What follows belongs to an exercise in optimizing a design on an open flow for small area, a short achievable clock period and few clock cycles; a production flow would make more cautious choices.
Power figures rest on the tool's default switching activity, not on a simulated workload.

== old ==
// cacheTop
module cacheTop
(
    input  logic                          clk,
    input  logic                          rst,
    input  logic                          cpuReqValid,
    input  logic                          cpuReqWrite,
    input  logic [10-1:0]      cpuReqAddr,
    input  logic [8-1:0]      cpuReqByte,
    output logic                          cpuRespValid,
    output logic                          cpuRespHit,
    output logic [32-1:0]      cpuRespWord,
    output logic                          cpuCredit,
    output logic                          memReqValid,
    output logic                          memReqWrite,
    output logic [6-1:0] memReqLineAddr,
    output logic [128-1:0]      memReqLine,
    input  logic                          memRespValid,
    input  logic [128-1:0]      memRespLine,
    input  logic                          memCredit
);
    logic [3:0]   valid;
    logic [3:0]   dirty;
    logic [4:0]   tags  [4];
    logic [127:0] lines [4];
    logic [1:0]   lruVictim;       
    logic         stIdle;          
    logic         stLate;          
    logic         stWb;            
    logic         stRdIssue;       
    logic         stRd;            
  ...
For scale: ~600 flip-flops, about 29000 um2 of cells after synthesis.
==> module cacheTop, before the edit <==
module cacheTop
(
    input  logic                          clk,
    input  logic                          rst,
    input  logic                          cpuReqValid,
    input  logic                          cpuReqWrite,
    input  logic [10-1:0]      cpuReqAddr,
    input  logic [8-1:0]      cpuReqByte,
    output logic                          cpuRespValid,
    output logic                          cpuRespHit,
    output logic [32-1:0]      cpuRespWord,
    output logic                          cpuCredit,
    output logic                          memReqValid,
    output logic                          memReqWrite,
    output logic [6-1:0] memReqLineAddr,
    output logic [128-1:0]      memReqLine,
    input  logic                          memRespValid,
    input  logic [128-1:0]      memRespLine,
    input  logic                          memCredit
);
    logic [3:0]   valid;
    logic [3:0]   dirty;
    logic [4:0]   tags  [4];
    logic [127:0] lines [4];
    logic [1:0]   lruVictim;       
    logic         stIdle;          
    logic         stLate;          
    logic         stWb;            
    logic         stRdIssue;       
    logic         stRd;            
    logic         idle;
    logic         reqWrite;        
    logic [9:0]   reqAddr;
    logic [7:0]   reqByte;
    assign idle = stIdle;
    logic [4:0]  inTag;
    logic        inSet;
    logic [3:0]  mruSlot;          
    logic [3:0]  match;            
    logic [3:0]  victimSlot;       
    logic        hitMru, hitLru, hitWay1, victimDirty;
    logic [4:0]  victimTag;
    assign inTag  = cpuReqAddr[9:5];
    assign inSet  = cpuReqAddr[4];
    always_comb begin
        victimTag = '0;
        for (int i = 0; i < 4; i++) begin
            mruSlot[i]    = (lruVictim[i / 2] != i[0]);
            match[i]      = valid[i] && (inSet == i[1]) && (tags[i] == inTag);
            victimSlot[i] = (inSet == i[1]) && !mruSlot[i];
            victimTag     = victimTag | ({5{victimSlot[i]}} & tags[i]);
        end
    end
    assign hitMru      = |(match & mruSlot);
    assign hitLru      = |(match & ~mruSlot);
    assign hitWay1     = match[1] || match[3];
    assign victimDirty = |(victimSlot & valid & dirty);
    logic newReq, hitNow, lateNow, missNow, fillNow;
    assign newReq  = idle && cpuReqValid;
    assign hitNow  = newReq && hitMru;
    assign lateNow = newReq && hitLru;
    assign missNow = newReq && !hitMru && !hitLru;
    assign fillNow = stRd && memRespValid;
    logic [3:0]  rdSlot;
    logic [31:0] victimWord;
    logic [31:0] lateWord;
    logic [31:0] missWord;
    logic [3:0]  wordDec;
    logic [15:0] rdSel;
    always_comb begin
        cpuRespWord = '0;
        for (int w = 0; w < 4; w++) begin
            wordDec[w] = (cpuReqAddr[3:2] == w);
        end
        for (int i = 0; i < 4; i++) begin
            rdSlot[i] = idle && (inSet == i[1]) && mruSlot[i];
            for (int w = 0; w < 4; w++) begin
                rdSel[i * 4 + w] = rdSlot[i] && wordDec[w];
                cpuRespWord = cpuRespWord | ({32{rdSel[i * 4 + w]}} & lines[i][(3 - w) * 32 +: 32]);
            end
        end
        case (reqAddr[3:2])
            2'd0:    missWord = memRespLine[127:96];
            2'd1:    missWord = memRespLine[95:64];
            2'd2:    missWord = memRespLine[63:32];
            default: missWord = memRespLine[31:0];
        endcase
        case (cpuReqAddr[3:2])
            2'd0:    victimWord = memReqLine[127:96];
            2'd1:    victimWord = memReqLine[95:64];
            2'd2:    victimWord = memReqLine[63:32];
            default: victimWord = memReqLine[31:0];
        endcase
        cpuRespWord = cpuRespWord | ({32{stRd}} & missWord) | ({32{stLate}} & lateWord);
    end
    always_ff @(posedge clk) begin
        lateWord <= victimWord;
    end
    assign cpuRespValid = hitNow || stLate || fillNow;
    assign cpuCredit    = cpuRespValid;
    assign cpuRespHit   = !stRd;
    always_comb begin
        memReqLine = '0;
        for (int i = 0; i < 4; i++) begin
            memReqLine = memReqLine | ({128{victimSlot[i]}} & lines[i]);
        end
    end
    assign memReqValid    = missNow || stRdIssue;
    assign memReqWrite    = idle && victimDirty;
    assign memReqLineAddr = !idle       ? reqAddr[9:4] :
                            victimDirty ? {victimTag, inSet} : cpuReqAddr[9:4];
    always_ff @(posedge clk) begin
        if (rst) begin
            stIdle    <= 1'b1;
            stLate    <= 1'b0;
            stWb      <= 1'b0;
            stRdIssue <= 1'b0;
            stRd      <= 1'b0;
        end else begin
            stLate <= lateNow;
            if (lateNow || missNow) begin
                stIdle <= 1'b0;
            end
            if (stLate || fillNow) begin
                stIdle <= 1'b1;
            end
            if (missNow) begin
                stWb <= victimDirty;
                stRd <= !victimDirty;
            end
            if (stWb && memCredit) begin
                stWb      <= 1'b0;
                stRdIssue <= 1'b1;
            end
            if (stRdIssue) begin
                stRdIssue <= 1'b0;
                stRd      <= 1'b1;
            end
            if (fillNow) begin
                stRd <= 1'b0;
            end
        end
    end
    always_ff @(posedge clk) begin
        if (idle) begin
            reqWrite <= cpuReqWrite;
            reqAddr  <= cpuReqAddr;
            reqByte  <= cpuReqByte;
        end
    end
    logic [3:0] fillSlot;          
    logic [3:0] hitWrSlot;         
    always_comb begin
        for (int i = 0; i < 4; i++) begin
            fillSlot[i]  = fillNow && (reqAddr[4] == i[1]) && !mruSlot[i];
            hitWrSlot[i] = newReq && cpuReqWrite && match[i];
        end
    end
    always_ff @(posedge clk) begin
        for (int s = 0; s < 2; s++) begin
            if (rst) begin
                lruVictim[s] <= 1'b0;
            end else if ((lateNow && inSet == s) || (fillNow && reqAddr[4] == s)) begin
                lruVictim[s] <= !lruVictim[s];
            end
        end
    end
    always_ff @(posedge clk) begin
        for (int i = 0; i < 4; i++) begin
            if (rst) begin
                valid[i] <= 1'b0;
            end else if (fillSlot[i]) begin
                valid[i] <= 1'b1;
            end
            if (fillSlot[i]) begin
                dirty[i] <= reqWrite;
                tags[i]  <= reqAddr[9:5];
            end else if (hitWrSlot[i]) begin
                dirty[i] <= 1'b1;
            end
        end
    end
    logic [7:0]   byteSrc;
    logic [127:0] newLine;
    logic [15:0]  laneHit;       
    logic [15:0]  laneMem;       
    assign byteSrc = stRd ? reqByte : cpuReqByte;
    always_comb begin
        for (int k = 0; k < 16; k++) begin
            laneHit[k] = (cpuReqAddr[3:0] == k);
            laneMem[k] = stRd && !(reqWrite && (reqAddr[3:0] == k));
            newLine[(15 - k) * 8 +: 8] = laneMem[k] ? memRespLine[(15 - k) * 8 +: 8] : byteSrc;
        end
    end
    always_ff @(posedge clk) begin
        for (int i = 0; i < 4; i++) begin
            for (int k = 0; k < 16; k++) begin
                if (fillSlot[i] || (hitWrSlot[i] && laneHit[k])) begin
                    lines[i][(15 - k) * 8 +: 8] <= newLine[(15 - k) * 8 +: 8];
                end
            end
        end
    end
endmodule
make LEC_CHECK=0 CAP_MARGIN=20 CORE_MARGIN=2 CORE_UTILIZATION=40 SETUP_SLACK_MARGIN=1.5 SLEW_MARGIN=20 finish   # period 5.0 ns
run.sh (not shown) runs the stock make flow with config.mk's settings and CLKGATE_MAP_FILE= SYNTH_SCRIPT=/design/flow/synth_recipe.tcl, a recipe that flattens the netlist after the stock synthesis.
No stage failed in old, and the final checks on the layout all came back clean.
Setup changes, old to new
--- a/flow/design.v
+++ b/flow/design.v
@@ -49,56 +49,56 @@
             mruSlot[i]    = (lruVictim[i / 2] != i[0]);
             match[i]      = valid[i] && (inSet == i[1]) && (tags[i] == inTag);
             victimSlot[i] = (inSet == i[1]) && !mruSlot[i];
             victimTag     = victimTag | ({5{victimSlot[i]}} & tags[i]);
         end
     end
-    assign hitMru      = |(match & mruSlot);
+    logic [4:0] mruTag [2];
+    logic [1:0] mruValid, mruEq;
+    always_comb begin
+        for (int t = 0; t < 2; t++) begin
+            mruTag[t]   = lruVictim[t] ? tags[2 * t]  : tags[2 * t + 1];
+            mruValid[t] = lruVictim[t] ? valid[2 * t] : valid[2 * t + 1];
+            mruEq[t]    = mruValid[t] && (mruTag[t] == inTag);
+        end
+    end
+    assign hitMru      = inSet ? mruEq[1] : mruEq[0];
     assign hitLru      = |(match & ~mruSlot);
     assign hitWay1     = match[1] || match[3];
     assign victimDirty = |(victimSlot & valid & dirty);
     logic newReq, hitNow, lateNow, missNow, fillNow;
     assign newReq  = idle && cpuReqValid;
     assign hitNow  = newReq && hitMru;
     assign lateNow = newReq && hitLru;
     assign missNow = newReq && !hitMru && !hitLru;
     assign fillNow = stRd && memRespValid;
-    logic [3:0]  rdSlot;
-    logic [31:0] victimWord;
-    logic [31:0] lateWord;
-    logic [31:0] missWord;
-    logic [3:0]  wordDec;
+    logic [3:0]  wordDec;          
+    logic [3:0]  lateSlot;         
+    logic [3:0]  lateWordDec;      
+    logic [3:0]  missWordDec;      
     logic [15:0] rdSel;
+    logic [3:0]  missSel;
     always_comb begin
         cpuRespWord = '0;
         for (int w = 0; w < 4; w++) begin
-            wordDec[w] = (cpuReqAddr[3:2] == w);
-        end
-        for (int i = 0; i < 4; i++) begin
-            rdSlot[i] = idle && (inSet == i[1]) && mruSlot[i];
+            wordDec[w]     = (cpuReqAddr[3:2] == w);
+            missWordDec[w] = (reqAddr[3:2] == w);
+            missSel[w]     = stRd && missWordDec[w];
+            cpuRespWord    = cpuRespWord | ({32{missSel[w]}} & memRespLine[(3 - w) * 32 +: 32]);
+        end
+        for (int i = 0; i < 4; i++) begin
             for (int w = 0; w < 4; w++) begin
-                rdSel[i * 4 + w] = rdSlot[i] && wordDec[w];
+                rdSel[i * 4 + w] = (idle && mruSlot[i] && (inSet == i[1]) && wordDec[w]) ||
+                                   (lateSlot[i] && lateWordDec[w]);
                 cpuRespWord = cpuRespWord | ({32{rdSel[i * 4 + w]}} & lines[i][(3 - w) * 32 +: 32]);
             end
         end
-        case (reqAddr[3:2])
-            2'd0:    missWord = memRespLine[127:96];
-            2'd1:    missWord = memRespLine[95:64];
-            2'd2:    missWord = memRespLine[63:32];
-            default: missWord = memRespLine[31:0];
-        endcase
-        case (cpuReqAddr[3:2])
-            2'd0:    victimWord = memReqLine[127:96];
-            2'd1:    victimWord = memReqLine[95:64];
-            2'd2:    victimWord = memReqLine[63:32];
-            default: victimWord = memReqLine[31:0];
-        endcase
-        cpuRespWord = cpuRespWord | ({32{stRd}} & missWord) | ({32{stLate}} & lateWord);
-    end
-    always_ff @(posedge clk) begin
-        lateWord <= victimWord;
+    end
+    always_ff @(posedge clk) begin
+        lateSlot    <= {4{lateNow}} & match;
+        lateWordDec <= wordDec;
     end
     assign cpuRespValid = hitNow || stLate || fillNow;
     assign cpuCredit    = cpuRespValid;
     assign cpuRespHit   = !stRd;
     always_comb begin
         memReqLine = '0;
Findings:
- Between old and new, die area is lower for new, old comes in above that.
- For the part of the total power dissipated in combinational logic, new came in 1.7 points higher than old did.
- Diff old -> new | average cell area after synthesis | increase of 0.85%
- new vs old: area growth from synthesis to final layout up in new
- The higher routing usage on met2 of old and new is in new.
- Between old and new, part of the power in the clock network is lower for new, old comes in above that.
- new vs old on met1 capacity usage during global routing: new is the lower one.
- In terms of part of the cycle the worst path needs, old and new differ only marginally.
- Setup slack in new is smaller than in old.
- Re post-placement setup slack: old was higher than new.
- Between old and new, the flow reports total wirelength of the detailed-routed design decreasing by a few percent.
- Count of buffering cells on the critical path with inverters included up 2 in new wrt old
- Comparing count of instances resized after the clock tree is built for old and new, the smaller number came from old.
- In new relative to old, area of all placed cells without fillers had gone up by a few percent.
- new ran to completion and came out clean on the timing, DRC and antenna checks.
Function was not checked in any run of this note: the RTL went through the layout flow alone.

-- what the ideal ports hide --
How much do the figures lean on ideal ports? The routed layouts below were timed once more, with nothing changed but the port constraints.
Step 1 (the two cells are an assumption about what drives the block):
set clk [get_ports {clk}]
set_driving_cell -lib_cell sky130_fd_sc_hd__clkbuf_16 $clk
set_driving_cell -lib_cell sky130_fd_sc_hd__buf_2 [delete_from_list [all_inputs] $clk]
Step 2 moves the port delays by t, midway between the first and last clock arrival at a register: inputs arrive t later, outputs are due t later. That takes back most of the time a late clock gives input paths.
Slacks: ideal ports / drivers / drivers and shift; pairs: ideal ports / drivers.
| run | t (ns) | setup WS [ns] | latest minus earliest clock arrival (ns) | worst slew at a driven data input, ns |
|---|---|---|---|---|
| old | 0.686 | 1.163 / 1.003 / 0.796 | 0.023 / 0.023 | 0.16 |
| new | 0.707 | 1.159 / 1.010 / 0.829 | 0.025 / 0.024 | 0.14 |
After both steps setup and hold are still met in every run listed. For old, which loses most, drivers alone change the setup slack by -0.160 ns; drivers and shift together by -0.367 ns.
